What follows belongs to an exercise in optimizing a design on an open flow for small area and a short achievable clock period; a production flow would make more cautious choices.
The RTL was checked by simulation tests, not by an equivalence proof against the original design.
No activity file was given, so power comes from the tool's default toggle rates.

[flow/constraint.sdc]
create_clock -name core_clock -period 8.0 [get_ports {CLOCK_50}]
set_input_delay 1.6000 -clock core_clock [delete_from_list [all_inputs] [get_ports {CLOCK_50}]]
set_output_delay 1.6000 -clock core_clock [all_outputs]
set_load 0.01 [all_outputs]
[flow/config.mk]
export PLATFORM = sky130hd
export DESIGN_NAME = fft_peak_detect
export DESIGN_NICKNAME = fft_peak_detect
export VERILOG_FILES = /design/flow/design.v
export SDC_FILE = /design/flow/constraint.sdc
export NUM_CORES = 4
export LEC_CHECK = 0
export CAP_MARGIN = 20
export CORE_MARGIN = 2
export CORE_UTILIZATION = 40
export PLACE_DENSITY = 0.6
export SETUP_SLACK_MARGIN = 4.5
export SLEW_MARGIN = 20
[flow/flow/run.sh]
#!/bin/bash
# Standard ORFS layout; the only change is the cell used to buffer the ports
# (a plain buf_1 instead of the default pick, a clock delay buffer).
set -euo pipefail
bash standard.sh "BUFFER_PORTS_ARGS=-buffer_cell sky130_fd_sc_hd__buf_1" finish > flow.log 2>&1
[flow/design.v]
package fft_peak_detect_pkg;
  function automatic integer fft_bin_w(input integer n_points);
    fft_bin_w = $clog2(n_points);
  endfunction
endpackage
module fft_mag_sq_cs (
  input  logic [15:0] a,
  input  logic [15:0] b,
  output logic [31:0] s,
  output logic [31:0] c
);
  wire pa_0_1 = a[0] & a[1];
  wire pa_0_2 = a[0] & a[2];
  wire pa_0_3 = a[0] & a[3];
  wire pa_0_4 = a[0] & a[4];
  wire pa_0_5 = a[0] & a[5];
  wire pa_0_6 = a[0] & a[6];
  wire pa_0_7 = a[0] & a[7];
  wire pa_0_8 = a[0] & a[8];
  wire pa_0_9 = a[0] & a[9];
  wire pa_0_10 = a[0] & a[10];
  wire pa_0_11 = a[0] & a[11];
  wire pa_0_12 = a[0] & a[12];
  wire pa_0_13 = a[0] & a[13];
  wire pa_0_14 = a[0] & a[14];
  wire pa_1_2 = a[1] & a[2];
  wire pa_1_3 = a[1] & a[3];
  wire pa_1_4 = a[1] & a[4];
  wire pa_1_5 = a[1] & a[5];
  wire pa_1_6 = a[1] & a[6];
  wire pa_1_7 = a[1] & a[7];
  wire pa_1_8 = a[1] & a[8];
  wire pa_1_9 = a[1] & a[9];
  wire pa_1_10 = a[1] & a[10];
  wire pa_1_11 = a[1] & a[11];
  wire pa_1_12 = a[1] & a[12];
  wire pa_1_13 = a[1] & a[13];
  wire pa_1_14 = a[1] & a[14];
  wire pa_2_3 = a[2] & a[3];
  wire pa_2_4 = a[2] & a[4];
  wire pa_2_5 = a[2] & a[5];
  wire pa_2_6 = a[2] & a[6];
  wire pa_2_7 = a[2] & a[7];
  wire pa_2_8 = a[2] & a[8];
  wire pa_2_9 = a[2] & a[9];
  wire pa_2_10 = a[2] & a[10];
  wire pa_2_11 = a[2] & a[11];
  wire pa_2_12 = a[2] & a[12];
  wire pa_2_13 = a[2] & a[13];
  wire pa_2_14 = a[2] & a[14];
  wire pa_3_4 = a[3] & a[4];
  wire pa_3_5 = a[3] & a[5];
  wire pa_3_6 = a[3] & a[6];
  wire pa_3_7 = a[3] & a[7];
  wire pa_3_8 = a[3] & a[8];
  wire pa_3_9 = a[3] & a[9];
  wire pa_3_10 = a[3] & a[10];
  wire pa_3_11 = a[3] & a[11];
  wire pa_3_12 = a[3] & a[12];
  wire pa_3_13 = a[3] & a[13];
  wire pa_3_14 = a[3] & a[14];
  wire pa_4_5 = a[4] & a[5];
  wire pa_4_6 = a[4] & a[6];
  wire pa_4_7 = a[4] & a[7];
  wire pa_4_8 = a[4] & a[8];
  wire pa_4_9 = a[4] & a[9];
  wire pa_4_10 = a[4] & a[10];
  wire pa_4_11 = a[4] & a[11];
  wire pa_4_12 = a[4] & a[12];
  wire pa_4_13 = a[4] & a[13];
  wire pa_4_14 = a[4] & a[14];
  wire pa_5_6 = a[5] & a[6];
  wire pa_5_7 = a[5] & a[7];
  wire pa_5_8 = a[5] & a[8];
  wire pa_5_9 = a[5] & a[9];
  wire pa_5_10 = a[5] & a[10];
  wire pa_5_11 = a[5] & a[11];
  wire pa_5_12 = a[5] & a[12];
  wire pa_5_13 = a[5] & a[13];
  wire pa_5_14 = a[5] & a[14];
  wire pa_6_7 = a[6] & a[7];
  wire pa_6_8 = a[6] & a[8];
  wire pa_6_9 = a[6] & a[9];
  wire pa_6_10 = a[6] & a[10];
  wire pa_6_11 = a[6] & a[11];
  wire pa_6_12 = a[6] & a[12];
  wire pa_6_13 = a[6] & a[13];
  wire pa_6_14 = a[6] & a[14];
  wire pa_7_8 = a[7] & a[8];
  wire pa_7_9 = a[7] & a[9];
  wire pa_7_10 = a[7] & a[10];
  wire pa_7_11 = a[7] & a[11];
  wire pa_7_12 = a[7] & a[12];
  wire pa_7_13 = a[7] & a[13];
  wire pa_7_14 = a[7] & a[14];
  wire pa_8_9 = a[8] & a[9];
  wire pa_8_10 = a[8] & a[10];
  wire pa_8_11 = a[8] & a[11];
  wire pa_8_12 = a[8] & a[12];
  wire pa_8_13 = a[8] & a[13];
  wire pa_8_14 = a[8] & a[14];
  wire pa_9_10 = a[9] & a[10];
  wire pa_9_11 = a[9] & a[11];
  wire pa_9_12 = a[9] & a[12];
  wire pa_9_13 = a[9] & a[13];
  wire pa_9_14 = a[9] & a[14];
  wire pa_10_11 = a[10] & a[11];
  wire pa_10_12 = a[10] & a[12];
  wire pa_10_13 = a[10] & a[13];
  wire pa_10_14 = a[10] & a[14];
  wire pa_11_12 = a[11] & a[12];
  wire pa_11_13 = a[11] & a[13];
  wire pa_11_14 = a[11] & a[14];
  wire pa_12_13 = a[12] & a[13];
  wire pa_12_14 = a[12] & a[14];
  wire pa_13_14 = a[13] & a[14];
  wire pb_0_1 = b[0] & b[1];
  wire pb_0_2 = b[0] & b[2];
  wire pb_0_3 = b[0] & b[3];
  wire pb_0_4 = b[0] & b[4];
  wire pb_0_5 = b[0] & b[5];
  wire pb_0_6 = b[0] & b[6];
  wire pb_0_7 = b[0] & b[7];
  wire pb_0_8 = b[0] & b[8];
  wire pb_0_9 = b[0] & b[9];
  wire pb_0_10 = b[0] & b[10];
  wire pb_0_11 = b[0] & b[11];
  wire pb_0_12 = b[0] & b[12];
  wire pb_0_13 = b[0] & b[13];
  wire pb_0_14 = b[0] & b[14];
  wire pb_1_2 = b[1] & b[2];
  wire pb_1_3 = b[1] & b[3];
  wire pb_1_4 = b[1] & b[4];
  wire pb_1_5 = b[1] & b[5];
  wire pb_1_6 = b[1] & b[6];
  wire pb_1_7 = b[1] & b[7];
  wire pb_1_8 = b[1] & b[8];
  wire pb_1_9 = b[1] & b[9];
  wire pb_1_10 = b[1] & b[10];
  wire pb_1_11 = b[1] & b[11];
  wire pb_1_12 = b[1] & b[12];
  wire pb_1_13 = b[1] & b[13];
  wire pb_1_14 = b[1] & b[14];
  wire pb_2_3 = b[2] & b[3];
  wire pb_2_4 = b[2] & b[4];
  wire pb_2_5 = b[2] & b[5];
  wire pb_2_6 = b[2] & b[6];
  wire pb_2_7 = b[2] & b[7];
  wire pb_2_8 = b[2] & b[8];
  wire pb_2_9 = b[2] & b[9];
  wire pb_2_10 = b[2] & b[10];
  wire pb_2_11 = b[2] & b[11];
  wire pb_2_12 = b[2] & b[12];
  wire pb_2_13 = b[2] & b[13];
  wire pb_2_14 = b[2] & b[14];
  wire pb_3_4 = b[3] & b[4];
  wire pb_3_5 = b[3] & b[5];
  wire pb_3_6 = b[3] & b[6];
  wire pb_3_7 = b[3] & b[7];
  wire pb_3_8 = b[3] & b[8];
  wire pb_3_9 = b[3] & b[9];
  wire pb_3_10 = b[3] & b[10];
  wire pb_3_11 = b[3] & b[11];
  wire pb_3_12 = b[3] & b[12];
  wire pb_3_13 = b[3] & b[13];
  wire pb_3_14 = b[3] & b[14];
  wire pb_4_5 = b[4] & b[5];
  wire pb_4_6 = b[4] & b[6];
  wire pb_4_7 = b[4] & b[7];
  wire pb_4_8 = b[4] & b[8];
  wire pb_4_9 = b[4] & b[9];
  wire pb_4_10 = b[4] & b[10];
  wire pb_4_11 = b[4] & b[11];
  wire pb_4_12 = b[4] & b[12];
  wire pb_4_13 = b[4] & b[13];
  wire pb_4_14 = b[4] & b[14];
  wire pb_5_6 = b[5] & b[6];
  wire pb_5_7 = b[5] & b[7];
  wire pb_5_8 = b[5] & b[8];
  wire pb_5_9 = b[5] & b[9];
  wire pb_5_10 = b[5] & b[10];
  wire pb_5_11 = b[5] & b[11];
  wire pb_5_12 = b[5] & b[12];
  wire pb_5_13 = b[5] & b[13];
  wire pb_5_14 = b[5] & b[14];
  wire pb_6_7 = b[6] & b[7];
  wire pb_6_8 = b[6] & b[8];
  wire pb_6_9 = b[6] & b[9];
  wire pb_6_10 = b[6] & b[10];
  wire pb_6_11 = b[6] & b[11];
  wire pb_6_12 = b[6] & b[12];
  wire pb_6_13 = b[6] & b[13];
  wire pb_6_14 = b[6] & b[14];
  wire pb_7_8 = b[7] & b[8];
  wire pb_7_9 = b[7] & b[9];
  wire pb_7_10 = b[7] & b[10];
  wire pb_7_11 = b[7] & b[11];
  wire pb_7_12 = b[7] & b[12];
  wire pb_7_13 = b[7] & b[13];
  wire pb_7_14 = b[7] & b[14];
  wire pb_8_9 = b[8] & b[9];
  wire pb_8_10 = b[8] & b[10];
  wire pb_8_11 = b[8] & b[11];
  wire pb_8_12 = b[8] & b[12];
  wire pb_8_13 = b[8] & b[13];
  wire pb_8_14 = b[8] & b[14];
  wire pb_9_10 = b[9] & b[10];
  wire pb_9_11 = b[9] & b[11];
  wire pb_9_12 = b[9] & b[12];
  wire pb_9_13 = b[9] & b[13];
  wire pb_9_14 = b[9] & b[14];
  wire pb_10_11 = b[10] & b[11];
  wire pb_10_12 = b[10] & b[12];
  wire pb_10_13 = b[10] & b[13];
  wire pb_10_14 = b[10] & b[14];
  wire pb_11_12 = b[11] & b[12];
  wire pb_11_13 = b[11] & b[13];
  wire pb_11_14 = b[11] & b[14];
  wire pb_12_13 = b[12] & b[13];
  wire pb_12_14 = b[12] & b[14];
  wire pb_13_14 = b[13] & b[14];
  wire hs0 = a[6] ^ b[6];
  wire hc0 = a[6] & b[6];
  wire fs1 = a[7] ^ b[7] ^ pa_0_13;
  wire fc1 = (a[7] & b[7]) | (a[7] & pa_0_13) | (b[7] & pa_0_13);
  wire hs2 = pa_1_12 ^ pa_2_11;
  wire hc2 = pa_1_12 & pa_2_11;
  wire fs3 = pa_0_14 ^ pa_1_13 ^ pa_2_12;
  wire fc3 = (pa_0_14 & pa_1_13) | (pa_0_14 & pa_2_12) | (pa_1_13 & pa_2_12);
  wire hs4 = pa_3_11 ^ pa_4_10;
  wire hc4 = pa_3_11 & pa_4_10;
  wire fs5 = a[8] ^ b[8] ^ pa_1_14;
  wire fc5 = (a[8] & b[8]) | (a[8] & pa_1_14) | (b[8] & pa_1_14);
  wire fs6 = pa_2_13 ^ pa_3_12 ^ pa_4_11;
  wire fc6 = (pa_2_13 & pa_3_12) | (pa_2_13 & pa_4_11) | (pa_3_12 & pa_4_11);
  wire hs7 = pa_5_10 ^ pa_6_9;
  wire hc7 = pa_5_10 & pa_6_9;
  wire fs8 = pa_2_14 ^ pa_3_13 ^ pa_4_12;
  wire fc8 = (pa_2_14 & pa_3_13) | (pa_2_14 & pa_4_12) | (pa_3_13 & pa_4_12);
  wire fs9 = a[9] ^ b[9] ^ pa_3_14;
  wire fc9 = (a[9] & b[9]) | (a[9] & pa_3_14) | (b[9] & pa_3_14);
  wire hs10 = a[4] ^ b[4];
  wire hc10 = a[4] & b[4];
  wire fs11 = a[5] ^ b[5] ^ pa_0_9;
  wire fc11 = (a[5] & b[5]) | (a[5] & pa_0_9) | (b[5] & pa_0_9);
  wire hs12 = pa_1_8 ^ pa_2_7;
  wire hc12 = pa_1_8 & pa_2_7;
  wire fs13 = pa_0_10 ^ pa_1_9 ^ pa_2_8;
  wire fc13 = (pa_0_10 & pa_1_9) | (pa_0_10 & pa_2_8) | (pa_1_9 & pa_2_8);
  wire hs14 = pa_3_7 ^ pa_4_6;
  wire hc14 = pa_3_7 & pa_4_6;
  wire fs15 = pa_0_11 ^ pa_1_10 ^ pa_2_9;
  wire fc15 = (pa_0_11 & pa_1_10) | (pa_0_11 & pa_2_9) | (pa_1_10 & pa_2_9);
  wire fs16 = pa_3_8 ^ pa_4_7 ^ pa_5_6;
  wire fc16 = (pa_3_8 & pa_4_7) | (pa_3_8 & pa_5_6) | (pa_4_7 & pa_5_6);
  wire fs17 = pb_0_11 ^ pb_1_10 ^ pb_2_9;
  wire fc17 = (pb_0_11 & pb_1_10) | (pb_0_11 & pb_2_9) | (pb_1_10 & pb_2_9);
  wire fs18 = pa_0_12 ^ pa_1_11 ^ pa_2_10;
  wire fc18 = (pa_0_12 & pa_1_11) | (pa_0_12 & pa_2_10) | (pa_1_11 & pa_2_10);
  wire fs19 = pa_3_9 ^ pa_4_8 ^ pa_5_7;
  wire fc19 = (pa_3_9 & pa_4_8) | (pa_3_9 & pa_5_7) | (pa_4_8 & pa_5_7);
  wire fs20 = pb_0_12 ^ pb_1_11 ^ pb_2_10;
  wire fc20 = (pb_0_12 & pb_1_11) | (pb_0_12 & pb_2_10) | (pb_1_11 & pb_2_10);
  wire hs21 = pb_3_9 ^ pb_4_8;
  wire hc21 = pb_3_9 & pb_4_8;
  wire fs22 = pa_3_10 ^ pa_4_9 ^ pa_5_8;
  wire fc22 = (pa_3_10 & pa_4_9) | (pa_3_10 & pa_5_8) | (pa_4_9 & pa_5_8);
  wire fs23 = pa_6_7 ^ pb_0_13 ^ pb_1_12;
  wire fc23 = (pa_6_7 & pb_0_13) | (pa_6_7 & pb_1_12) | (pb_0_13 & pb_1_12);
  wire fs24 = pb_2_11 ^ pb_3_10 ^ pb_4_9;
  wire fc24 = (pb_2_11 & pb_3_10) | (pb_2_11 & pb_4_9) | (pb_3_10 & pb_4_9);
  wire fs25 = pb_5_8 ^ pb_6_7 ^ hs2;
  wire fc25 = (pb_5_8 & pb_6_7) | (pb_5_8 & hs2) | (pb_6_7 & hs2);
  wire fs26 = pa_5_9 ^ pa_6_8 ^ pb_0_14;
  wire fc26 = (pa_5_9 & pa_6_8) | (pa_5_9 & pb_0_14) | (pa_6_8 & pb_0_14);
  wire fs27 = pb_1_13 ^ pb_2_12 ^ pb_3_11;
  wire fc27 = (pb_1_13 & pb_2_12) | (pb_1_13 & pb_3_11) | (pb_2_12 & pb_3_11);
  wire fs28 = pb_4_10 ^ pb_5_9 ^ pb_6_8;
  wire fc28 = (pb_4_10 & pb_5_9) | (pb_4_10 & pb_6_8) | (pb_5_9 & pb_6_8);
  wire fs29 = hc2 ^ hs4 ^ fc1;
  wire fc29 = (hc2 & hs4) | (hc2 & fc1) | (hs4 & fc1);
  wire fs30 = pa_7_8 ^ pb_1_14 ^ pb_2_13;
  wire fc30 = (pa_7_8 & pb_1_14) | (pa_7_8 & pb_2_13) | (pb_1_14 & pb_2_13);
  wire fs31 = pb_3_12 ^ pb_4_11 ^ pb_5_10;
  wire fc31 = (pb_3_12 & pb_4_11) | (pb_3_12 & pb_5_10) | (pb_4_11 & pb_5_10);
  wire fs32 = pb_6_9 ^ pb_7_8 ^ hc4;
  wire fc32 = (pb_6_9 & pb_7_8) | (pb_6_9 & hc4) | (pb_7_8 & hc4);
  wire fs33 = hs7 ^ fc3 ^ fs5;
  wire fc33 = (hs7 & fc3) | (hs7 & fs5) | (fc3 & fs5);
  wire fs34 = pa_5_11 ^ pa_6_10 ^ pa_7_9;
  wire fc34 = (pa_5_11 & pa_6_10) | (pa_5_11 & pa_7_9) | (pa_6_10 & pa_7_9);
  wire fs35 = pb_2_14 ^ pb_3_13 ^ pb_4_12;
  wire fc35 = (pb_2_14 & pb_3_13) | (pb_2_14 & pb_4_12) | (pb_3_13 & pb_4_12);
  wire fs36 = pb_5_11 ^ pb_6_10 ^ pb_7_9;
  wire fc36 = (pb_5_11 & pb_6_10) | (pb_5_11 & pb_7_9) | (pb_6_10 & pb_7_9);
  wire fs37 = hc7 ^ fc5 ^ fc6;
  wire fc37 = (hc7 & fc5) | (hc7 & fc6) | (fc5 & fc6);
  wire fs38 = pa_4_13 ^ pa_5_12 ^ pa_6_11;
  wire fc38 = (pa_4_13 & pa_5_12) | (pa_4_13 & pa_6_11) | (pa_5_12 & pa_6_11);
  wire fs39 = pa_7_10 ^ pa_8_9 ^ pb_3_14;
  wire fc39 = (pa_7_10 & pa_8_9) | (pa_7_10 & pb_3_14) | (pa_8_9 & pb_3_14);
  wire fs40 = pb_4_13 ^ pb_5_12 ^ pb_6_11;
  wire fc40 = (pb_4_13 & pb_5_12) | (pb_4_13 & pb_6_11) | (pb_5_12 & pb_6_11);
  wire fs41 = pb_7_10 ^ pb_8_9 ^ fc8;
  wire fc41 = (pb_7_10 & pb_8_9) | (pb_7_10 & fc8) | (pb_8_9 & fc8);
  wire fs42 = pa_4_14 ^ pa_5_13 ^ pa_6_12;
  wire fc42 = (pa_4_14 & pa_5_13) | (pa_4_14 & pa_6_12) | (pa_5_13 & pa_6_12);
  wire fs43 = pa_7_11 ^ pa_8_10 ^ pb_4_14;
  wire fc43 = (pa_7_11 & pa_8_10) | (pa_7_11 & pb_4_14) | (pa_8_10 & pb_4_14);
  wire fs44 = pb_5_13 ^ pb_6_12 ^ pb_7_11;
  wire fc44 = (pb_5_13 & pb_6_12) | (pb_5_13 & pb_7_11) | (pb_6_12 & pb_7_11);
  wire fs45 = a[10] ^ b[10] ^ pa_5_14;
  wire fc45 = (a[10] & b[10]) | (a[10] & pa_5_14) | (b[10] & pa_5_14);
  wire fs46 = pa_6_13 ^ pa_7_12 ^ pa_8_11;
  wire fc46 = (pa_6_13 & pa_7_12) | (pa_6_13 & pa_8_11) | (pa_7_12 & pa_8_11);
  wire fs47 = pa_9_10 ^ pb_5_14 ^ pb_6_13;
  wire fc47 = (pa_9_10 & pb_5_14) | (pa_9_10 & pb_6_13) | (pb_5_14 & pb_6_13);
  wire fs48 = pa_6_14 ^ pa_7_13 ^ pa_8_12;
  wire fc48 = (pa_6_14 & pa_7_13) | (pa_6_14 & pa_8_12) | (pa_7_13 & pa_8_12);
  wire fs49 = a[11] ^ b[11] ^ pa_7_14;
  wire fc49 = (a[11] & b[11]) | (a[11] & pa_7_14) | (b[11] & pa_7_14);
  wire fs50 = a[3] ^ b[3] ^ pa_0_5;
  wire fc50 = (a[3] & b[3]) | (a[3] & pa_0_5) | (b[3] & pa_0_5);
  wire hs51 = pa_0_6 ^ pa_1_5;
  wire hc51 = pa_0_6 & pa_1_5;
  wire fs52 = pa_0_7 ^ pa_1_6 ^ pa_2_5;
  wire fc52 = (pa_0_7 & pa_1_6) | (pa_0_7 & pa_2_5) | (pa_1_6 & pa_2_5);
  wire fs53 = pa_3_4 ^ pb_0_7 ^ pb_1_6;
  wire fc53 = (pa_3_4 & pb_0_7) | (pa_3_4 & pb_1_6) | (pb_0_7 & pb_1_6);
  wire fs54 = pa_0_8 ^ pa_1_7 ^ pa_2_6;
  wire fc54 = (pa_0_8 & pa_1_7) | (pa_0_8 & pa_2_6) | (pa_1_7 & pa_2_6);
  wire fs55 = pa_3_5 ^ pb_0_8 ^ pb_1_7;
  wire fc55 = (pa_3_5 & pb_0_8) | (pa_3_5 & pb_1_7) | (pb_0_8 & pb_1_7);
  wire hs56 = pb_2_6 ^ pb_3_5;
  wire hc56 = pb_2_6 & pb_3_5;
  wire fs57 = pa_3_6 ^ pa_4_5 ^ pb_0_9;
  wire fc57 = (pa_3_6 & pa_4_5) | (pa_3_6 & pb_0_9) | (pa_4_5 & pb_0_9);
  wire fs58 = pb_1_8 ^ pb_2_7 ^ pb_3_6;
  wire fc58 = (pb_1_8 & pb_2_7) | (pb_1_8 & pb_3_6) | (pb_2_7 & pb_3_6);
  wire fs59 = pb_4_5 ^ hs12 ^ fs11;
  wire fc59 = (pb_4_5 & hs12) | (pb_4_5 & fs11) | (hs12 & fs11);
  wire fs60 = pb_0_10 ^ pb_1_9 ^ pb_2_8;
  wire fc60 = (pb_0_10 & pb_1_9) | (pb_0_10 & pb_2_8) | (pb_1_9 & pb_2_8);
  wire fs61 = pb_3_7 ^ pb_4_6 ^ hc12;
  wire fc61 = (pb_3_7 & pb_4_6) | (pb_3_7 & hc12) | (pb_4_6 & hc12);
  wire fs62 = hs14 ^ fc11 ^ fs13;
  wire fc62 = (hs14 & fc11) | (hs14 & fs13) | (fc11 & fs13);
  wire fs63 = pb_3_8 ^ pb_4_7 ^ pb_5_6;
  wire fc63 = (pb_3_8 & pb_4_7) | (pb_3_8 & pb_5_6) | (pb_4_7 & pb_5_6);
  wire fs64 = hs0 ^ hc14 ^ fc13;
  wire fc64 = (hs0 & hc14) | (hs0 & fc13) | (hc14 & fc13);
  wire fs65 = fs15 ^ fs16 ^ fs17;
  wire fc65 = (fs15 & fs16) | (fs15 & fs17) | (fs16 & fs17);
  wire fs66 = pb_5_7 ^ hc0 ^ hs21;
  wire fc66 = (pb_5_7 & hc0) | (pb_5_7 & hs21) | (hc0 & hs21);
  wire fs67 = fc15 ^ fc16 ^ fc17;
  wire fc67 = (fc15 & fc16) | (fc15 & fc17) | (fc16 & fc17);
  wire fs68 = fs18 ^ fs19 ^ fs20;
  wire fc68 = (fs18 & fs19) | (fs18 & fs20) | (fs19 & fs20);
  wire fs69 = hc21 ^ fs1 ^ fc18;
  wire fc69 = (hc21 & fs1) | (hc21 & fc18) | (fs1 & fc18);
  wire fs70 = fc19 ^ fc20 ^ fs22;
  wire fc70 = (fc19 & fc20) | (fc19 & fs22) | (fc20 & fs22);
  wire fs71 = fs23 ^ fs24 ^ fs25;
  wire fc71 = (fs23 & fs24) | (fs23 & fs25) | (fs24 & fs25);
  wire fs72 = fs3 ^ fc22 ^ fc23;
  wire fc72 = (fs3 & fc22) | (fs3 & fc23) | (fc22 & fc23);
  wire fs73 = fc24 ^ fs26 ^ fs27;
  wire fc73 = (fc24 & fs26) | (fc24 & fs27) | (fs26 & fs27);
  wire fs74 = fs28 ^ fc25 ^ fs29;
  wire fc74 = (fs28 & fc25) | (fs28 & fs29) | (fc25 & fs29);
  wire fs75 = fs6 ^ fc26 ^ fc27;
  wire fc75 = (fs6 & fc26) | (fs6 & fc27) | (fc26 & fc27);
  wire fs76 = fc28 ^ fs30 ^ fs31;
  wire fc76 = (fc28 & fs30) | (fc28 & fs31) | (fs30 & fs31);
  wire fs77 = fs32 ^ fc29 ^ fs33;
  wire fc77 = (fs32 & fc29) | (fs32 & fs33) | (fc29 & fs33);
  wire fs78 = fs8 ^ fc30 ^ fc31;
  wire fc78 = (fs8 & fc30) | (fs8 & fc31) | (fc30 & fc31);
  wire fs79 = fs34 ^ fs35 ^ fs36;
  wire fc79 = (fs34 & fs35) | (fs34 & fs36) | (fs35 & fs36);
  wire fs80 = fc32 ^ fc33 ^ fs37;
  wire fc80 = (fc32 & fc33) | (fc32 & fs37) | (fc33 & fs37);
  wire fs81 = fs9 ^ fc34 ^ fc35;
  wire fc81 = (fs9 & fc34) | (fs9 & fc35) | (fc34 & fc35);
  wire fs82 = fc36 ^ fs38 ^ fs39;
  wire fc82 = (fc36 & fs38) | (fc36 & fs39) | (fs38 & fs39);
  wire fs83 = fs40 ^ fc37 ^ fs41;
  wire fc83 = (fs40 & fc37) | (fs40 & fs41) | (fc37 & fs41);
  wire fs84 = pb_8_10 ^ fc9 ^ fc38;
  wire fc84 = (pb_8_10 & fc9) | (pb_8_10 & fc38) | (fc9 & fc38);
  wire fs85 = fc39 ^ fc40 ^ fs42;
  wire fc85 = (fc39 & fc40) | (fc39 & fs42) | (fc40 & fs42);
  wire fs86 = fs43 ^ fs44 ^ fc41;
  wire fc86 = (fs43 & fs44) | (fs43 & fc41) | (fs44 & fc41);
  wire fs87 = pb_7_12 ^ pb_8_11 ^ pb_9_10;
  wire fc87 = (pb_7_12 & pb_8_11) | (pb_7_12 & pb_9_10) | (pb_8_11 & pb_9_10);
  wire fs88 = fc42 ^ fc43 ^ fc44;
  wire fc88 = (fc42 & fc43) | (fc42 & fc44) | (fc43 & fc44);
  wire fs89 = fs45 ^ fs46 ^ fs47;
  wire fc89 = (fs45 & fs46) | (fs45 & fs47) | (fs46 & fs47);
  wire fs90 = pa_9_11 ^ pb_6_14 ^ pb_7_13;
  wire fc90 = (pa_9_11 & pb_6_14) | (pa_9_11 & pb_7_13) | (pb_6_14 & pb_7_13);
  wire fs91 = pb_8_12 ^ pb_9_11 ^ fc45;
  wire fc91 = (pb_8_12 & pb_9_11) | (pb_8_12 & fc45) | (pb_9_11 & fc45);
  wire fs92 = fc46 ^ fc47 ^ fs48;
  wire fc92 = (fc46 & fc47) | (fc46 & fs48) | (fc47 & fs48);
  wire fs93 = pa_8_13 ^ pa_9_12 ^ pa_10_11;
  wire fc93 = (pa_8_13 & pa_9_12) | (pa_8_13 & pa_10_11) | (pa_9_12 & pa_10_11);
  wire fs94 = pb_7_14 ^ pb_8_13 ^ pb_9_12;
  wire fc94 = (pb_7_14 & pb_8_13) | (pb_7_14 & pb_9_12) | (pb_8_13 & pb_9_12);
  wire fs95 = pb_10_11 ^ fc48 ^ fs49;
  wire fc95 = (pb_10_11 & fc48) | (pb_10_11 & fs49) | (fc48 & fs49);
  wire fs96 = pa_8_14 ^ pa_9_13 ^ pa_10_12;
  wire fc96 = (pa_8_14 & pa_9_13) | (pa_8_14 & pa_10_12) | (pa_9_13 & pa_10_12);
  wire fs97 = pb_8_14 ^ pb_9_13 ^ pb_10_12;
  wire fc97 = (pb_8_14 & pb_9_13) | (pb_8_14 & pb_10_12) | (pb_9_13 & pb_10_12);
  wire fs98 = a[12] ^ b[12] ^ pa_9_14;
  wire fc98 = (a[12] & b[12]) | (a[12] & pa_9_14) | (b[12] & pa_9_14);
  wire fs99 = pa_10_13 ^ pa_11_12 ^ pb_9_14;
  wire fc99 = (pa_10_13 & pa_11_12) | (pa_10_13 & pb_9_14) | (pa_11_12 & pb_9_14);
  wire fs100 = a[2] ^ b[2] ^ pa_0_3;
  wire fc100 = (a[2] & b[2]) | (a[2] & pa_0_3) | (b[2] & pa_0_3);
  wire hs101 = pa_0_4 ^ pa_1_3;
  wire hc101 = pa_0_4 & pa_1_3;
  wire fs102 = pa_1_4 ^ pa_2_3 ^ pb_0_5;
  wire fc102 = (pa_1_4 & pa_2_3) | (pa_1_4 & pb_0_5) | (pa_2_3 & pb_0_5);
  wire hs103 = pb_1_4 ^ pb_2_3;
  wire hc103 = pb_1_4 & pb_2_3;
  wire fs104 = pa_2_4 ^ pb_0_6 ^ pb_1_5;
  wire fc104 = (pa_2_4 & pb_0_6) | (pa_2_4 & pb_1_5) | (pb_0_6 & pb_1_5);
  wire fs105 = pb_2_4 ^ hs51 ^ fc50;
  wire fc105 = (pb_2_4 & hs51) | (pb_2_4 & fc50) | (hs51 & fc50);
  wire fs106 = pb_2_5 ^ pb_3_4 ^ hs10;
  wire fc106 = (pb_2_5 & pb_3_4) | (pb_2_5 & hs10) | (pb_3_4 & hs10);
  wire fs107 = hc51 ^ fs52 ^ fs53;
  wire fc107 = (hc51 & fs52) | (hc51 & fs53) | (fs52 & fs53);
  wire fs108 = hc10 ^ hs56 ^ fc52;
  wire fc108 = (hc10 & hs56) | (hc10 & fc52) | (hs56 & fc52);
  wire fs109 = fc53 ^ fs54 ^ fs55;
  wire fc109 = (fc53 & fs54) | (fc53 & fs55) | (fs54 & fs55);
  wire fs110 = hc56 ^ fc54 ^ fc55;
  wire fc110 = (hc56 & fc54) | (hc56 & fc55) | (fc54 & fc55);
  wire fs111 = fs57 ^ fs58 ^ fs59;
  wire fc111 = (fs57 & fs58) | (fs57 & fs59) | (fs58 & fs59);
  wire fs112 = fc57 ^ fc58 ^ fs60;
  wire fc112 = (fc57 & fc58) | (fc57 & fs60) | (fc58 & fs60);
  wire fs113 = fs61 ^ fc59 ^ fs62;
  wire fc113 = (fs61 & fc59) | (fs61 & fs62) | (fc59 & fs62);
  wire fs114 = fc60 ^ fs63 ^ fc61;
  wire fc114 = (fc60 & fs63) | (fc60 & fc61) | (fs63 & fc61);
  wire fs115 = fc62 ^ fs64 ^ fs65;
  wire fc115 = (fc62 & fs64) | (fc62 & fs65) | (fs64 & fs65);
  wire fs116 = fc63 ^ fs66 ^ fc64;
  wire fc116 = (fc63 & fs66) | (fc63 & fc64) | (fs66 & fc64);
  wire fs117 = fc65 ^ fs67 ^ fs68;
  wire fc117 = (fc65 & fs67) | (fc65 & fs68) | (fs67 & fs68);
  wire fs118 = fc66 ^ fc67 ^ fc68;
  wire fc118 = (fc66 & fc67) | (fc66 & fc68) | (fc67 & fc68);
  wire fs119 = fs69 ^ fs70 ^ fs71;
  wire fc119 = (fs69 & fs70) | (fs69 & fs71) | (fs70 & fs71);
  wire fs120 = fc69 ^ fc70 ^ fs72;
  wire fc120 = (fc69 & fc70) | (fc69 & fs72) | (fc70 & fs72);
  wire fs121 = fs73 ^ fc71 ^ fs74;
  wire fc121 = (fs73 & fc71) | (fs73 & fs74) | (fc71 & fs74);
  wire fs122 = fc72 ^ fc73 ^ fs75;
  wire fc122 = (fc72 & fc73) | (fc72 & fs75) | (fc73 & fs75);
  wire fs123 = fs76 ^ fc74 ^ fs77;
  wire fc123 = (fs76 & fc74) | (fs76 & fs77) | (fc74 & fs77);
  wire fs124 = fc75 ^ fc76 ^ fs78;
  wire fc124 = (fc75 & fc76) | (fc75 & fs78) | (fc76 & fs78);
  wire fs125 = fs79 ^ fc77 ^ fs80;
  wire fc125 = (fs79 & fc77) | (fs79 & fs80) | (fc77 & fs80);
  wire fs126 = fc78 ^ fc79 ^ fs81;
  wire fc126 = (fc78 & fc79) | (fc78 & fs81) | (fc79 & fs81);
  wire fs127 = fs82 ^ fc80 ^ fs83;
  wire fc127 = (fs82 & fc80) | (fs82 & fs83) | (fc80 & fs83);
  wire fs128 = fc81 ^ fc82 ^ fs84;
  wire fc128 = (fc81 & fc82) | (fc81 & fs84) | (fc82 & fs84);
  wire fs129 = fs85 ^ fc83 ^ fs86;
  wire fc129 = (fs85 & fc83) | (fs85 & fs86) | (fc83 & fs86);
  wire fs130 = fs87 ^ fc84 ^ fc85;
  wire fc130 = (fs87 & fc84) | (fs87 & fc85) | (fc84 & fc85);
  wire fs131 = fs88 ^ fs89 ^ fc86;
  wire fc131 = (fs88 & fs89) | (fs88 & fc86) | (fs89 & fc86);
  wire fs132 = fc87 ^ fs90 ^ fc88;
  wire fc132 = (fc87 & fs90) | (fc87 & fc88) | (fs90 & fc88);
  wire fs133 = fc89 ^ fs91 ^ fs92;
  wire fc133 = (fc89 & fs91) | (fc89 & fs92) | (fs91 & fs92);
  wire fs134 = fc90 ^ fs93 ^ fs94;
  wire fc134 = (fc90 & fs93) | (fc90 & fs94) | (fs93 & fs94);
  wire fs135 = fc91 ^ fc92 ^ fs95;
  wire fc135 = (fc91 & fc92) | (fc91 & fs95) | (fc92 & fs95);
  wire fs136 = fc49 ^ fc93 ^ fc94;
  wire fc136 = (fc49 & fc93) | (fc49 & fc94) | (fc93 & fc94);
  wire fs137 = fs96 ^ fs97 ^ fc95;
  wire fc137 = (fs96 & fs97) | (fs96 & fc95) | (fs97 & fc95);
  wire fs138 = pb_10_13 ^ pb_11_12 ^ fc96;
  wire fc138 = (pb_10_13 & pb_11_12) | (pb_10_13 & fc96) | (pb_11_12 & fc96);
  wire fs139 = fc97 ^ fs98 ^ fs99;
  wire fc139 = (fc97 & fs98) | (fc97 & fs99) | (fs98 & fs99);
  wire fs140 = pa_10_14 ^ pa_11_13 ^ pb_10_14;
  wire fc140 = (pa_10_14 & pa_11_13) | (pa_10_14 & pb_10_14) | (pa_11_13 & pb_10_14);
  wire fs141 = pb_11_13 ^ fc98 ^ fc99;
  wire fc141 = (pb_11_13 & fc98) | (pb_11_13 & fc99) | (fc98 & fc99);
  wire fs142 = a[13] ^ b[13] ^ pa_11_14;
  wire fc142 = (a[13] & b[13]) | (a[13] & pa_11_14) | (b[13] & pa_11_14);
  wire fs143 = pa_12_13 ^ pb_11_14 ^ pb_12_13;
  wire fc143 = (pa_12_13 & pb_11_14) | (pa_12_13 & pb_12_13) | (pb_11_14 & pb_12_13);
  wire hs144 = a[1] ^ b[1];
  wire hc144 = a[1] & b[1];
  wire hs145 = pa_1_2 ^ pb_0_3;
  wire hc145 = pa_1_2 & pb_0_3;
  wire fs146 = pb_0_4 ^ pb_1_3 ^ hs101;
  wire fc146 = (pb_0_4 & pb_1_3) | (pb_0_4 & hs101) | (pb_1_3 & hs101);
  wire fs147 = hc101 ^ hs103 ^ fs50;
  wire fc147 = (hc101 & hs103) | (hc101 & fs50) | (hs103 & fs50);
  wire fs148 = hc103 ^ fc102 ^ fs104;
  wire fc148 = (hc103 & fc102) | (hc103 & fs104) | (fc102 & fs104);
  wire fs149 = fc104 ^ fs106 ^ fc105;
  wire fc149 = (fc104 & fs106) | (fc104 & fc105) | (fs106 & fc105);
  wire fs150 = fc106 ^ fc107 ^ fs108;
  wire fc150 = (fc106 & fc107) | (fc106 & fs108) | (fc107 & fs108);
  wire fs151 = fc108 ^ fc109 ^ fs110;
  wire fc151 = (fc108 & fc109) | (fc108 & fs110) | (fc109 & fs110);
  wire fs152 = fc110 ^ fs112 ^ fc111;
  wire fc152 = (fc110 & fs112) | (fc110 & fc111) | (fs112 & fc111);
  wire fs153 = fc112 ^ fs114 ^ fc113;
  wire fc153 = (fc112 & fs114) | (fc112 & fc113) | (fs114 & fc113);
  wire fs154 = fc114 ^ fc115 ^ fs116;
  wire fc154 = (fc114 & fc115) | (fc114 & fs116) | (fc115 & fs116);
  wire fs155 = fc116 ^ fc117 ^ fs118;
  wire fc155 = (fc116 & fc117) | (fc116 & fs118) | (fc117 & fs118);
  wire fs156 = fc118 ^ fs120 ^ fc119;
  wire fc156 = (fc118 & fs120) | (fc118 & fc119) | (fs120 & fc119);
  wire fs157 = fc120 ^ fs122 ^ fc121;
  wire fc157 = (fc120 & fs122) | (fc120 & fc121) | (fs122 & fc121);
  wire fs158 = fc122 ^ fs124 ^ fc123;
  wire fc158 = (fc122 & fs124) | (fc122 & fc123) | (fs124 & fc123);
  wire fs159 = fc124 ^ fs126 ^ fc125;
  wire fc159 = (fc124 & fs126) | (fc124 & fc125) | (fs126 & fc125);
  wire fs160 = fc126 ^ fs128 ^ fc127;
  wire fc160 = (fc126 & fs128) | (fc126 & fc127) | (fs128 & fc127);
  wire fs161 = fc128 ^ fs130 ^ fc129;
  wire fc161 = (fc128 & fs130) | (fc128 & fc129) | (fs130 & fc129);
  wire fs162 = fc130 ^ fs132 ^ fs133;
  wire fc162 = (fc130 & fs132) | (fc130 & fs133) | (fs132 & fs133);
  wire fs163 = fs134 ^ fc132 ^ fc133;
  wire fc163 = (fs134 & fc132) | (fs134 & fc133) | (fc132 & fc133);
  wire fs164 = fc134 ^ fs136 ^ fc135;
  wire fc164 = (fc134 & fs136) | (fc134 & fc135) | (fs136 & fc135);
  wire fs165 = fc136 ^ fs138 ^ fs139;
  wire fc165 = (fc136 & fs138) | (fc136 & fs139) | (fs138 & fs139);
  wire fs166 = fs140 ^ fc138 ^ fc139;
  wire fc166 = (fs140 & fc138) | (fs140 & fc139) | (fc138 & fc139);
  wire fs167 = fc140 ^ fs142 ^ fs143;
  wire fc167 = (fc140 & fs142) | (fc140 & fs143) | (fs142 & fs143);
  wire fs168 = pa_12_14 ^ pb_12_14 ^ fc142;
  wire fc168 = (pa_12_14 & pb_12_14) | (pa_12_14 & fc142) | (pb_12_14 & fc142);
  wire fs169 = a[14] ^ b[14] ^ pa_13_14;
  wire fc169 = (a[14] & b[14]) | (a[14] & pa_13_14) | (b[14] & pa_13_14);
  wire hs170 = pa_0_1 ^ pb_0_1;
  wire hc170 = pa_0_1 & pb_0_1;
  wire fs171 = pa_0_2 ^ pb_0_2 ^ hc144;
  wire fc171 = (pa_0_2 & pb_0_2) | (pa_0_2 & hc144) | (pb_0_2 & hc144);
  wire fs172 = pb_1_2 ^ hs145 ^ fs100;
  wire fc172 = (pb_1_2 & hs145) | (pb_1_2 & fs100) | (hs145 & fs100);
  wire fs173 = hc145 ^ fc100 ^ fs146;
  wire fc173 = (hc145 & fc100) | (hc145 & fs146) | (fc100 & fs146);
  wire fs174 = fs102 ^ fc146 ^ fs147;
  wire fc174 = (fs102 & fc146) | (fs102 & fs147) | (fc146 & fs147);
  wire fs175 = fs105 ^ fc147 ^ fs148;
  wire fc175 = (fs105 & fc147) | (fs105 & fs148) | (fc147 & fs148);
  wire fs176 = fs107 ^ fc148 ^ fs149;
  wire fc176 = (fs107 & fc148) | (fs107 & fs149) | (fc148 & fs149);
  wire fs177 = fs109 ^ fc149 ^ fs150;
  wire fc177 = (fs109 & fc149) | (fs109 & fs150) | (fc149 & fs150);
  wire fs178 = fs111 ^ fc150 ^ fs151;
  wire fc178 = (fs111 & fc150) | (fs111 & fs151) | (fc150 & fs151);
  wire fs179 = fs113 ^ fc151 ^ fs152;
  wire fc179 = (fs113 & fc151) | (fs113 & fs152) | (fc151 & fs152);
  wire fs180 = fs115 ^ fc152 ^ fs153;
  wire fc180 = (fs115 & fc152) | (fs115 & fs153) | (fc152 & fs153);
  wire fs181 = fs117 ^ fc153 ^ fs154;
  wire fc181 = (fs117 & fc153) | (fs117 & fs154) | (fc153 & fs154);
  wire fs182 = fs119 ^ fc154 ^ fs155;
  wire fc182 = (fs119 & fc154) | (fs119 & fs155) | (fc154 & fs155);
  wire fs183 = fs121 ^ fc155 ^ fs156;
  wire fc183 = (fs121 & fc155) | (fs121 & fs156) | (fc155 & fs156);
  wire fs184 = fs123 ^ fc156 ^ fs157;
  wire fc184 = (fs123 & fc156) | (fs123 & fs157) | (fc156 & fs157);
  wire fs185 = fs125 ^ fc157 ^ fs158;
  wire fc185 = (fs125 & fc157) | (fs125 & fs158) | (fc157 & fs158);
  wire fs186 = fs127 ^ fc158 ^ fs159;
  wire fc186 = (fs127 & fc158) | (fs127 & fs159) | (fc158 & fs159);
  wire fs187 = fs129 ^ fc159 ^ fs160;
  wire fc187 = (fs129 & fc159) | (fs129 & fs160) | (fc159 & fs160);
  wire fs188 = fs131 ^ fc160 ^ fs161;
  wire fc188 = (fs131 & fc160) | (fs131 & fs161) | (fc160 & fs161);
  wire fs189 = fc131 ^ fs162 ^ fc161;
  wire fc189 = (fc131 & fs162) | (fc131 & fc161) | (fs162 & fc161);
  wire fs190 = fs135 ^ fc162 ^ fs163;
  wire fc190 = (fs135 & fc162) | (fs135 & fs163) | (fc162 & fs163);
  wire fs191 = fs137 ^ fc163 ^ fs164;
  wire fc191 = (fs137 & fc163) | (fs137 & fs164) | (fc163 & fs164);
  wire fs192 = fc137 ^ fs165 ^ fc164;
  wire fc192 = (fc137 & fs165) | (fc137 & fc164) | (fs165 & fc164);
  wire fs193 = fs141 ^ fc165 ^ fs166;
  wire fc193 = (fs141 & fc165) | (fs141 & fs166) | (fc165 & fs166);
  wire fs194 = fc141 ^ fs167 ^ fc166;
  wire fc194 = (fc141 & fs167) | (fc141 & fc166) | (fs167 & fc166);
  wire fs195 = fc143 ^ fc167 ^ fs168;
  wire fc195 = (fc143 & fc167) | (fc143 & fs168) | (fc167 & fs168);
  wire fs196 = pb_13_14 ^ fs169 ^ fc168;
  wire fc196 = (pb_13_14 & fs169) | (pb_13_14 & fc168) | (fs169 & fc168);
  wire hs197 = a[0] ^ b[0];
  wire hc197 = a[0] & b[0];
  assign s = {1'b0, a[15], fc169, fc195, fs195, fc193, fs193, fc191, fc190, fs190, fc188, fc187, fc186, fc185, fc184, fc183, fc182, fc181, fc180, fc179, fc178, fc177, fc176, fc175, fc174, fc173, fc172, fc171, hc170, hs144, hc197, hs197};
  assign c = {1'b0, b[15], fc196, fs196, fc194, fs194, fc192, fs192, fs191, fc189, fs189, fs188, fs187, fs186, fs185, fs184, fs183, fs182, fs181, fs180, fs179, fs178, fs177, fs176, fs175, fs174, fs173, fs172, fs171, hs170, 1'b0, 1'b0};
endmodule
module fft_peak_detect #(
  parameter int N_POINTS = 64,
  parameter int DATA_W   = 16,
  parameter int THRESH   = 1024,
  parameter int CONFIRM  = 2,
  parameter int LED_W    = 8,
  localparam int BIN_W   = fft_peak_detect_pkg::fft_bin_w(N_POINTS),
  localparam int MAG_W   = 2*DATA_W+1
) (
  input  logic                 CLOCK_50,
  input  logic                 KEY,
  input  logic                 s_valid,
  input  logic                 s_sop,
  input  logic                 s_eop,
  input  logic signed [DATA_W-1:0] s_re,
  input  logic signed [DATA_W-1:0] s_im,
  output logic                 peak_valid,
  output logic [BIN_W-1:0]     peak_bin,
  output logic [MAG_W-1:0]     peak_mag,
  output logic                 no_signal,
  output logic                 frame_err,
  output logic [LED_W-1:0]     LEDR
);
  logic        k1_sop, k1_eop, k1_pl;
  logic [15:0] re1, im1;
  always_ff @(posedge CLOCK_50) begin
    if (KEY) begin
      k1_sop <= 1'b0;
      k1_eop <= 1'b0;
      k1_pl  <= 1'b0;
    end else begin
      k1_sop <= s_valid & s_sop;
      k1_eop <= s_valid & ~s_sop & s_eop;
      k1_pl  <= s_valid & ~s_sop & ~s_eop;
    end
  end
  always_ff @(posedge CLOCK_50) begin
    re1 <= s_re[15] ? 16'(-s_re) : s_re;
    im1 <= s_im[15] ? 16'(-s_im) : s_im;
  end
  logic        k2_sop, k2_eop, k2_pl;
  logic [31:0] ms_d, mc_d, ms2, mc2;
  fft_mag_sq_cs u_sq (.a(re1), .b(im1), .s(ms_d), .c(mc_d));
  always_ff @(posedge CLOCK_50) begin
    if (KEY) begin
      k2_sop <= 1'b0;
      k2_eop <= 1'b0;
      k2_pl  <= 1'b0;
    end else begin
      k2_sop <= k1_sop;
      k2_eop <= k1_eop;
      k2_pl  <= k1_pl;
    end
  end
  always_ff @(posedge CLOCK_50) begin
    ms2 <= ms_d;
    mc2 <= mc_d;
  end
  logic        inframe, first, armed;
  logic [5:0]  bin_cnt;
  logic [4:0]  max_bin, cand_bin;
  logic [31:0] max_mag, mag;
  logic        gt, compete, upd, last, good_eop, bad, no_sig_now, confirm;
  logic [31:0] dsum;
  logic [4:0]  pbin;
  logic [31:0] pmag;
  assign peak_bin = {1'b0, pbin};
  assign peak_mag = {1'b0, pmag};
  assign mag = ms2 + mc2;
  logic [31:0] cs_s, cs_c;
  assign cs_s = ms2 ^ mc2 ^ ~max_mag;
  assign cs_c = (ms2 & mc2) | (ms2 & ~max_mag) | (mc2 & ~max_mag);
  assign dsum = cs_s + {cs_c[30:0], 1'b0};
  assign gt   = ~dsum[31] & ~max_mag[31];
  assign last     = (bin_cnt == 6'd63);
  assign compete  = inframe & k2_pl & ~bin_cnt[5];
  assign upd      = compete & (first | gt);
  assign good_eop = inframe & k2_eop & last;
  assign bad      = inframe & (k2_sop | (k2_eop & ~last) | (k2_pl & last));
  assign no_sig_now = ~|max_mag[31:10];
  assign confirm  = armed & (max_bin == cand_bin);
  always_ff @(posedge CLOCK_50) begin
    if (upd) begin
      max_mag <= mag;
      max_bin <= bin_cnt[4:0];
    end
  end
  always_ff @(posedge CLOCK_50) begin
    if (k2_sop)
      bin_cnt <= 6'd1;
    else if (k2_pl)
      bin_cnt <= bin_cnt + 6'd1;
  end
  always_ff @(posedge CLOCK_50) begin
    if (k2_sop)
      first <= 1'b1;
    else if (k2_pl)
      first <= 1'b0;
  end
  always_ff @(posedge CLOCK_50) begin
    if (good_eop & ~no_sig_now)
      cand_bin <= max_bin;
  end
  always_ff @(posedge CLOCK_50) begin
    if (KEY) begin
      inframe    <= 1'b0;
      armed      <= 1'b0;
      peak_valid <= 1'b0;
      pbin       <= '0;
      pmag       <= '0;
      no_signal  <= 1'b0;
      frame_err  <= 1'b0;
      LEDR       <= '0;
    end else begin
      peak_valid <= 1'b0;
      if (k2_sop)
        inframe <= 1'b1;
      else if (inframe & ((k2_eop) | (k2_pl & last)))
        inframe <= 1'b0;
      if (bad)
        frame_err <= 1'b1;
      if (good_eop) begin
        no_signal <= no_sig_now;
        armed     <= ~no_sig_now;
        if (no_sig_now) begin
          pbin       <= '0;
          pmag       <= '0;
          LEDR       <= '0;
          peak_valid <= 1'b1;
        end else if (confirm) begin
          pbin       <= max_bin;
          pmag       <= max_mag;
          LEDR       <= LED_W'(1) << max_bin[4:2];
          peak_valid <= 1'b1;
        end
      end
    end
  end
endmodule
[flow/standard.sh]
#!/bin/bash
# synth_recipe.tcl (not shown) runs the flow's synth.tcl, then flattens the netlist and writes it again
# the make line also repeats each setting of config.mk as NAME=value (left out here)
make -C /OpenROAD-flow-scripts/flow DESIGN_CONFIG=/design/flow/config.mk WORK_HOME=/design/flow/orfs CLKGATE_MAP_FILE= SYNTH_SCRIPT=/design/flow/synth_recipe.tcl "${@:-finish}"
==> results of run 1 <==
[worst max-delay path, delay by kind of cell, from the launching register on]
kind | cells | cell delay [ns]
buffers and inverters | 2 | 0.15
flip-flops | 1 | 0.36
adder cells (fa/ha/maj) | 6 | 2.84
[worst paths after layout]
path / slack (ns) / cells after the start / endpoint
max reg2reg: 4.54 / 8 / mc2[17]$_DFF_P_
min: 0.33 / 0 / mc2[30]$_DFF_P_
max: 4.54 / 8 / mc2[17]$_DFF_P_
min reg2reg: 0.33 / 0 / mc2[30]$_DFF_P_
[final cells by class]
cell class              instances  area (um^2)  share of cell area (%)
inverters                     285         1070                    6.58
flip-flops and latches        197         4450                    27.3
clock buffers                  17          425                    2.61
clock inverters                15          219                    1.34
well taps                     468          586                    3.59
multi-input cells             943         9020                    55.3
repair buffers                115          549                    3.36
[cell families (layout without fill, tap and decap cells)]
| group | count (synthesis) | in the layout |
|---|---|---|
| xor gates and xnor gates | 61 | 61 |
| adders and majority gates | 290 | 290 |
| other | 1 | 2 |
| buffers and inverters | 342 | 432 |
| DFF | 197 | 197 |
| AOI/OAI and AO/OA | 174 | 174 |
| muxes | 3 | 3 |
| and+or+nand+nor | 413 | 413 |
[placed cells by master (no fill, tap or decap), drive strengths merged, types with 33 or more instances in the layout]
cell type	Yosys	routed
a21oi	52	52
a22oi	33	33
and2	104	104
buf	10	114
dfxtp	155	155
edfxtp	42	42
fa	211	211
ha	79	79
inv	285	298
nand2	135	135
nor2	89	89
o21ai	33	33
xnor2	43	43
[what timing repair did]
action,CTS,global route
cloned,0,0
setup buffers,11,17
pin swaps,0,6
endpoints found under the setup margin,61,43
resized for setup,42,22
hold buffers,0,0
endpoints found under the hold margin,0,0
[power groups by stage]
stage | Combinational (mW) | Clock, mW | Sequential (mW)
global route | 3.64 | 1.00 | 1.51
CTS | 3.10 | 0.965 | 1.50
detailed placement | 3.06 | 0 | 1.53
floorplan | 2.28 | 0 | 1.40
finish | 3.11 | 0.939 | 1.49
global placement | 2.93 | 0 | 1.53
[through the flow]
stage | utilization, % | cell area [um^2]
6_report | 44.9 | 16300
5_1_grt | 44.9 | 16300
4_1_cts | 44.4 | 16200
3_5_place_dp | 42.2 | 15400
3_3_place_gp | 42.2 | 15400
2_1_floorplan | - | 14600
[sequential cells by signal, summed over array words and instances (netlist names), 5 cells and up]
register / cells
max_mag: 32
pmag: 32
ms2: 31
mc2: 29
im1: 16
re1: 16
LEDR: 8
bin_cnt: 6
cand_bin: 5
max_bin: 5
pbin: 5
[routing by layer]
layer	up-vias	part of all wire, %	GRT usage (%)
met3	53	5.7	3.64
met1	5103	47	26.5
met2	303	46	30.6
li1	4791	-	-
met4	0	2.1	6.02
met5	-	0	0
==> flow_summary.json, run 1 <==
{
  "vias": 10300,
  "tightest_slew_ns": 0.608,
  "vdd_drop_max_mv": 0.194,
  "top_level_ports": 87,
  "cts_buffers": 17,
  "synthMuxAreaShare_pct": 0.205,
  "power.leakage_nw": 7.26,
  "slew_headroom_pct": 59.5,
  "ys_ff_latch": 197,
  "grt_max_degree": 57,
  "preCtsSetupSlack_ns": 3.91,
  "min_from": "im1[15]$_SDFF_PN0_",
  "rsz0062_at_grt": "true",
  "cts_root_buf": "clkbuf_16",
  "dp_hpwl_um": 26700,
  "core-area_um2": 36300,
  "clockPowerShare_pct": 17.0,
  "power_mw": 5.54,
  "io_buffers": 84,
  "die_h_um": 195,
  "drt-initial-drc-count": 482,
  "synth_top_family_by_area": "adder cells",
  "chipWidth_um": 195,
  "hold_path.class": "register to register",
  "critPathLaunch": "re1[8]$_DFF_P_",
  "drv_cap": 0,
  "grt_pass1_wl_um": 56400,
  "critPathCaptureType": "register",
  "h-tree-depth": 4,
  "cts_sinks": 197,
  "gp_congestion": 0.898,
  "antenna_found_initial": 0,
  "worst_hold_slack_ns": 0.331,
  "drive_above_1_share_pct": 7.44,
  "clock_latency_ns": 0.48,
  "cts.reportedPaths.clkPinSlew_ns": 0.08,
  "cp-start-kind": "register",
  "final_cells": 2040,
  "yosysMostFrequentCell": "inv_1",
  "syn_area_per_cell_um2": 9.89,
  "dr.pass1.iters": 5,
  "synthSimpleGateAreaFrac_pct": 14.2,
  "vias_per_cell": 5.02,
  "period_needed_ns": 3.46,
  "setup_viol": 0,
  "syn_inst": 1481,
  "area.growth.synth_to_final_pct": 11.5,
  "synthDistinctLibCells": 62,
  "worst_path_most_repeated_cell": "fa_1",
  "yosys_warnings": 1,
  "rows": 70,
  "synth_compound_area_share_pct": 7.61,
  "fmax_mhz": 289,
  "antenna_left": 0,
  "cts_tree": "yes",
  "drc": 0,
  "synthAdderAreaFrac_pct": 35.6,
  "status": "finished clean",
  "fin_ws_ns": 4.54,
  "synth.top_cells.by_area": "fa_1, dfxtp_1, edfxtp_1, inv_1, ha_1",
  "worstPathMaxFanout": 3,
  "fin_setup_tns_ns": 0,
  "synth_flop_cell": "dfxtp_1",
  "p_per_area_nw_per_um2": 339,
  "timing.final.crit_share_pct": 43.2,
  "grt_overflow": 0,
  "start_util_pct": 40.3,
  "wl_per_cell_um": 17.1,
  "die_area_um2": 38200,
  "critical-path-slowest-cell": "fa_1",
  "async_reset_ff_share_pct": 0,
  "drv_slew": 0,
  "wl_um": 34800,
  "fillers": 3473,
  "netlist_area_um2": 14600,
  "synth_edf_count": 42,
  "cts_buffer_depth": 2,
  "pwr-share-comb_pct": 56.2,
  "nets": 1886,
  "power_switching_mw": 2.46,
  "diodes": 0,
  "hold_viol": 0,
  "synthTopCellsByCount": "inv_1, fa_1, dfxtp_1, nand2_1, and2_1",
  "gr-usage-all-layers_pct": 19.2,
  "finClkSkew_ns": 0.0154,
  "slowest_delay_ns": 0.60,
  "synth_xor_area_share_pct": 3.65,
  "dpl.cell_count": 1980,
  "swShare_pct": 44.3,
  "crit_chain": "inv_1 -> fa_1 -> fa_1 -> fa_1 -> fa_2 -> fa_1 -> inv_1 -> fa_1",
  "synth_top_area_share_pct": 28.8,
  "grt_pass1_vias": 10600,
  "yosysTopAreaCell": "fa_1",
  "worstPathRequired_ns": 8.36,
  "p_int_mw": 3.08,
  "worst_ep_arrival_time_ns": 3.81,
  "ys_seq_area_share_pct": 29.8,
  "path_class": "register to register",
  "seqPwrFrac_pct": 26.8,
  "reg2reg_from": "re1[8]$_DFF_P_"
}
==> run 2, diff against run 1 <==
==> flow/flow/run.sh (replaced) <==
#!/bin/bash
# Standard ORFS layout with two changes:
#  1. after the standard synthesis, flow/polarity.py flips full adders
#     (FA(~a,~b,~c) = ~FA(a,b,c)) to remove most inverters between them;
#     registers and everything else are left as synthesis made them;
#  2. the ports are buffered with buf_1 instead of the default pick.
set -euo pipefail
R=orfs/results/sky130hd/fft_peak_detect/base
bash standard.sh synth > synth.log 2>&1
cp $R/1_2_yosys.v $R/1_2_yosys.std.v
python3 flow/polarity.py $R/1_2_yosys.std.v $R/1_2_yosys.v > polarity.log 2>&1
rm -f $R/1_synth.odb
bash standard.sh "BUFFER_PORTS_ARGS=-buffer_cell sky130_fd_sc_hd__buf_1" finish > flow.log 2>&1
==> flow/flow/polarity.py (new file) <==
#!/usr/bin/env python3
"""Remove inverters around full adders in a Yosys netlist.

A full adder is self-dual: FA(~a, ~b, ~c) = (~sum, ~cout).  Each
sky130_fd_sc_hd__fa_* cell may therefore be flipped (all its inputs and
outputs complemented) without changing the function.  This picks flips that
minimise the number of inv_1 cells needed, then rewrites the netlist with one
inv_1 per signal that still needs its complement.

usage: polarity.py IN.v OUT.v
"""
import re, sys, random

OUT_PINS = {"X", "Y", "Q", "Q_N", "SUM", "COUT", "HI", "LO"}
INV = "sky130_fd_sc_hd__inv_1"

def main():
    src = open(sys.argv[1]).read()
    m = re.search(r"^module\s+(\w+)\s*\((.*?)\);", src, re.S | re.M)
    body_start = m.end()
    end = src.rindex("endmodule")
    ports_out = set()
    for d, rng, names in re.findall(r"^\s*(input|output)\s*(\[\d+:\d+\])?\s*([^;]+);", src, re.M):
        for n in names.split(","):
            n = n.strip()
            if d == "output":
                if rng:
                    hi, lo = map(int, rng[1:-1].split(":"))
                    for i in range(min(hi, lo), max(hi, lo) + 1):
                        ports_out.add(f"{n}[{i}]")
                ports_out.add(n)
    cell_re = re.compile(r"^\s*(sky130_fd_sc_hd__\w+)\s+(\S+)\s*\((.*?)\);\s*$", re.S | re.M)
    pin_re = re.compile(r"\.(\w+)\(\s*((?:\\\S+\s)|[^()\s]*)\s*\)")
    cells = []
    for cm in cell_re.finditer(src, body_start, end):
        typ, name, pins = cm.group(1), cm.group(2), cm.group(3)
        pl = [(p, n.strip()) for p, n in pin_re.findall(pins)]
        cells.append({"typ": typ, "name": name, "pins": pl, "span": cm.span()})
    drv = {}
    for ci, c in enumerate(cells):
        for p, n in c["pins"]:
            if p in OUT_PINS and n:
                drv[n] = (ci, p)
    isinv = lambda c: c["typ"] == INV
    isfa = lambda c: re.match(r"sky130_fd_sc_hd__fa_\d+$", c["typ"]) is not None
    root_cache = {}
    def root(n):
        if n in root_cache:
            return root_cache[n]
        d = drv.get(n)
        if d is not None and isinv(cells[d[0]]) and n not in ports_out:
            a = dict(cells[d[0]]["pins"])["A"]
            r, q = root(a)
            res = (r, q ^ 1)
        else:
            res = (n, 0)
        root_cache[n] = res
        return res
    # sinks: (cell index, pin, root, parity)
    sinks = {}
    for ci, c in enumerate(cells):
        if isinv(c) and dict(c["pins"]).get("Y") not in ports_out:
            continue  # removable inverter
        for p, n in c["pins"]:
            if p in OUT_PINS or not n or "'" in n:
                continue
            r, q = root(n)
            sinks.setdefault(r, []).append((ci, p, q))
    fas = [ci for ci, c in enumerate(cells) if isfa(c)]
    flip = {ci: 0 for ci in fas}
    locked = set()
    for ci in fas:
        for p, n in cells[ci]["pins"]:
            if p in OUT_PINS and n in ports_out:
                locked.add(ci)
    def dpol(r):
        d = drv.get(r)
        if d is not None and d[0] in flip:
            return flip[d[0]]
        return 0
    def need(ci, q):
        return q ^ flip.get(ci, 0)
    def cost_root(r):
        pd = dpol(r)
        return int(any(need(ci, q) != pd for ci, p, q in sinks.get(r, [])))
    # roots touched by each FA: its output roots and its input roots
    touch = {}
    for ci in fas:
        rs = set()
        for p, n in cells[ci]["pins"]:
            if not n or "'" in n:
                continue
            if p in OUT_PINS:
                rs.add(n)
            else:
                rs.add(root(n)[0])
        touch[ci] = rs
    allroots = set(sinks)
    def total():
        return sum(cost_root(r) for r in allroots)
    before_inv = sum(1 for c in cells if isinv(c))
    start = total()
    best = start
    best_flip = dict(flip)
    rng = random.Random(1)
    for restart in range(30):
        improved = True
        while improved:
            improved = False
            order = fas[:]
            rng.shuffle(order)
            for ci in order:
                if ci in locked:
                    continue
                rs = touch[ci]
                c0 = sum(cost_root(r) for r in rs)
                flip[ci] ^= 1
                c1 = sum(cost_root(r) for r in rs)
                if c1 < c0 or (c1 == c0 and rng.random() < 0.1 and restart > 0):
                    improved = improved or c1 < c0
                else:
                    flip[ci] ^= 1
        t = total()
        if t < best:
            best, best_flip = t, dict(flip)
        flip = dict(best_flip)
        for ci in rng.sample(fas, max(1, len(fas) // 10)):
            if ci not in locked:
                flip[ci] ^= 1
    flip = best_flip
    sys.stderr.write(f"inv_1 before: {before_inv}, signal-inverters p=0: {start}, after: {best}, flipped {sum(flip.values())} of {len(fas)} full adders\n")
    # rewrite
    newnet = {}
    extra = []
    k = 0
    conn = {}  # (ci, pin) -> net
    for r, lst in sinks.items():
        pd = dpol(r)
        for ci, p, q in lst:
            if need(ci, q) == pd:
                conn[(ci, p)] = r
            else:
                if r not in newnet:
                    nn = f"polinv_n{k}"
                    extra.append((f"polinv_c{k}", r, nn))
                    newnet[r] = nn
                    k += 1
                conn[(ci, p)] = newnet[r]
    out = [src[:body_start]]
    pos = body_start
    # declare new wires right after the header
    decl = "".join(f"\n  wire {nn};" for _, _, nn in extra)
    out.append(decl)
    for ci, c in enumerate(cells):
        s, e = c["span"]
        out.append(src[pos:s])
        pos = e
        if isinv(c) and dict(c["pins"]).get("Y") not in ports_out:
            continue
        pins = []
        for p, n in c["pins"]:
            if (ci, p) in conn:
                n = conn[(ci, p)]
            pins.append(f"    .{p}({n}{' ' if n.startswith(chr(92)) else ''})")
        out.append(f"\n  {c['typ']} {c['name']} (\n" + ",\n".join(pins) + "\n  );")
    out.append(src[pos:end])
    for name, r, nn in extra:
        out.append(f"  {INV} {name} (\n    .A({r}{' ' if r.startswith(chr(92)) else ''}),\n    .Y({nn})\n  );\n")
    out.append(src[end:])
    open(sys.argv[2], "w").write("".join(out))

main()
==> run 2 against run 1 <==
Against the previous run: die area decreased by 4.1%; largest power group unchanged; clock skew about the same; clock power is 4.6% lower; cell area down 5.1%; sequential share of layout area up 1.4 points; still clean on timing, DRC and antenna; via count decreased by 8.8%; clock-buffer cell count grew 1; core utilization shrank 0.063 points; maximum frequency about the same; critical endpoint unchanged.
==> flow_summary.json, run 2 <==
{
  "status": "finished clean",
  "diodes": 0,
  "critPathBufInv": 0,
  "wl_per_cell_um": 17.5,
  "grt_overflow": 0,
  "io_buffers": 84,
  "antenna_left": 0,
  "die_area_um2": 36600,
  "cts_sinks": 197,
  "crit_chain": "and2_1 -> fa_1 -> fa_1 -> fa_1 -> fa_1 -> fa_1 -> fa_1",
  "cts_buffers": 17,
  "critPathCapture": "mc2[17]$_DFF_P_",
  "cts_tree": "yes",
  "netlist_area_um2": 14000,
  "gp_congestion": 0.907,
  "reg2reg_from": "re1[0]$_DFF_P_",
  "vias": 9345,
  "hold_path.class": "register to register",
  "dp_hpwl_um": 24600,
  "antenna_found_initial": 0,
  "wl_um": 32300,
  "grt_max_degree": 57,
  "slew_headroom_pct": 59.7,
  "start_util_pct": 40.6,
  "rsz0062_at_grt": "true",
  "clock_latency_ns": 0.46,
  "final_common_cell": "fa_1",
  "worstPathMaxFanout": 15,
  "area.growth.synth_to_final_pct": 10.5,
  "path_class": "register to register",
  "gr-usage-all-layers_pct": 18.8,
  "syn_area_per_cell_um2": 10.7,
  "worstRegToRegCells": 7,
  "finish.instance_area_um2": 15500,
  "power.leakage_nw": 6.65,
  "cts.reportedPaths.clkPinSlew_ns": 0.08,
  "worst_path_most_repeated_cell": "fa_1",
  "vdd_drop_max_mv": 0.215,
  "reg_top3": "max_mag (32), pmag (32), ms2 (31)",
  "fmax_mhz": 289,
  "drv_cap": 0,
  "h-tree-depth": 4,
  "critical-path-slowest-cell": "fa_1",
  "critPathCaptureType": "register",
  "period_needed_ns": 3.46,
  "fin_setup_tns_ns": 0,
  "cts_hold_buf": 0,
  "drive_above_1_share_pct": 6.05,
  "cts_root_buf": "clkbuf_16",
  "die_h_um": 191,
  "nets": 1702,
  "drv_slew": 0,
  "syn_inst": 1317,
  "tightest_slew_ns": 0.605,
  "rows": 68,
  "grt_pass1_wl_um": 52800,
  "worst_ep_arrival_time_ns": 3.80,
  "yosys_warnings": 1,
  "critPathLaunch": "re1[0]$_DFF_P_",
  "slowest_delay_ns": 0.54,
  "top_level_ports": 87,
  "p_per_area_nw_per_um2": 343,
  "final_cell_mix": "fa_1, nand2_1, dfxtp_1, inv_1, and2_1",
  "chipWidth_um": 191,
  "regToRegSetupSlack_ns": 4.54,
  "cts_buffer_depth": 2,
  "crit_family": "adder cells",
  "dr.pass1.iters": 4,
  "r2r_end": "mc2[17]$_DFF_P_",
  "hold_viol": 0,
  "cp-start-kind": "register",
  "drt-initial-drc-count": 540,
  "vias_per_cell": 5.07,
  "core-area_um2": 34500,
  "placed_area_um2": 14700,
  "cp.depth": 7,
  "timing.final.crit_share_pct": 43.2,
  "finClkSkew_ns": 0.0151,
  "drc": 0,
  "setup_viol": 0,
  "worstPathRequired_ns": 8.34,
  "grt_pass1_vias": 9797
}
run 2: area by class of cell:
type / instances / area (um^2)
multi-input combinational: 944 / 9020
clock buffer: 18 / 439
tap: 455 / 569
timing repair buffer: 94 / 392
inverter: 121 / 454
sequential: 197 / 4430
clock inverter: 14 / 185
fill: 3300 / 19000
run 2: metrics by stage:
step           power [mW]  hold WS, ns  worst slack, ns  std cells  util (%)
6_report             5.31        0.332             4.54       1843      44.9
3_3_place_gp         4.33        0.316             4.25       1803      42.6
4_1_cts              5.34        0.332             4.49       1835      44.5
3_5_place_dp         4.42        0.315             4.25       1803      42.6
5_1_grt              5.85        0.348             4.43       1843      44.9
2_1_floorplan        3.58        0.310             4.51       1318         -
run 2: timing repair:
item                       CTS  global route
setup buffers                0             7
gates resized for setup     29            16
pin swaps                    0             2
cloned                       0             1
setup endpoints to repair   54            52
run 2: how the worst min path moves through the flow:
stage / from / endpoint / slack (ns) / cells past startpoint
after CTS: im1[15]$_SDFF_PN0_ / mc2[30]$_DFF_P_ / 0.33 / 0
after global routing: im1[15]$_SDFF_PN0_ / mc2[30]$_DFF_P_ / 0.35 / 0
after floorplan: im1[15]$_SDFF_PN0_ / mc2[30]$_DFF_P_ / 0.31 / 0
final: im1[15]$_SDFF_PN0_ / mc2[30]$_DFF_P_ / 0.33 / 0
after detailed placement: im1[15]$_SDFF_PN0_ / mc2[30]$_DFF_P_ / 0.31 / 0
after global placement: im1[15]$_SDFF_PN0_ / mc2[30]$_DFF_P_ / 0.32 / 0
run 2: power by group:
part	leakage [nW]	switching, mW	internal [mW]	total, mW
registers	1.66	0.212	1.30	1.51
clock network	0.305	0.437	0.459	0.896
logic	4.69	1.58	1.32	2.90
run 2: per-layer routing:
layer / global-route usage, % / up-vias / part of all wire [%]
met5: 0 / - / 0
met4: 5.38 / 0 / 1.6
met1: 27.2 / 4670 / 49
met2: 29.3 / 218 / 45
met3: 2.63 / 30 / 4.1
li1: - / 4427 / -
run 2: worst reg2reg max path, delay by kind of cell (launching register included):
kind | cells | cell delay (ns)
adders and majority gates | 6 | 2.74
DFF | 1 | 0.41
and+or+nand+nor | 1 | 0.19

## what the ideal ports hide
In the flow no input, the clock included, has a driving cell. The finished layouts below were timed again as built, in two steps. Step 1: set_driving_cell puts a clkbuf_16 on CLOCK_50 and a buf_2 on each other input, an assumption about the parent block. Step 2, shift: input delay + t, output delay - t, t = (earliest + latest rising clock arrival at the registers) / 2. This alone moves slack from input paths to output paths. a / b / c = no drivers / after step 1 / after step 2; a / b = the first two.
run	t, ns	setup slack, ns
run 1	0.519	4.542 / 4.542 / 4.542
run 2	0.502	4.543 / 4.543 / 4.543
After both steps every run listed still meets setup and hold.
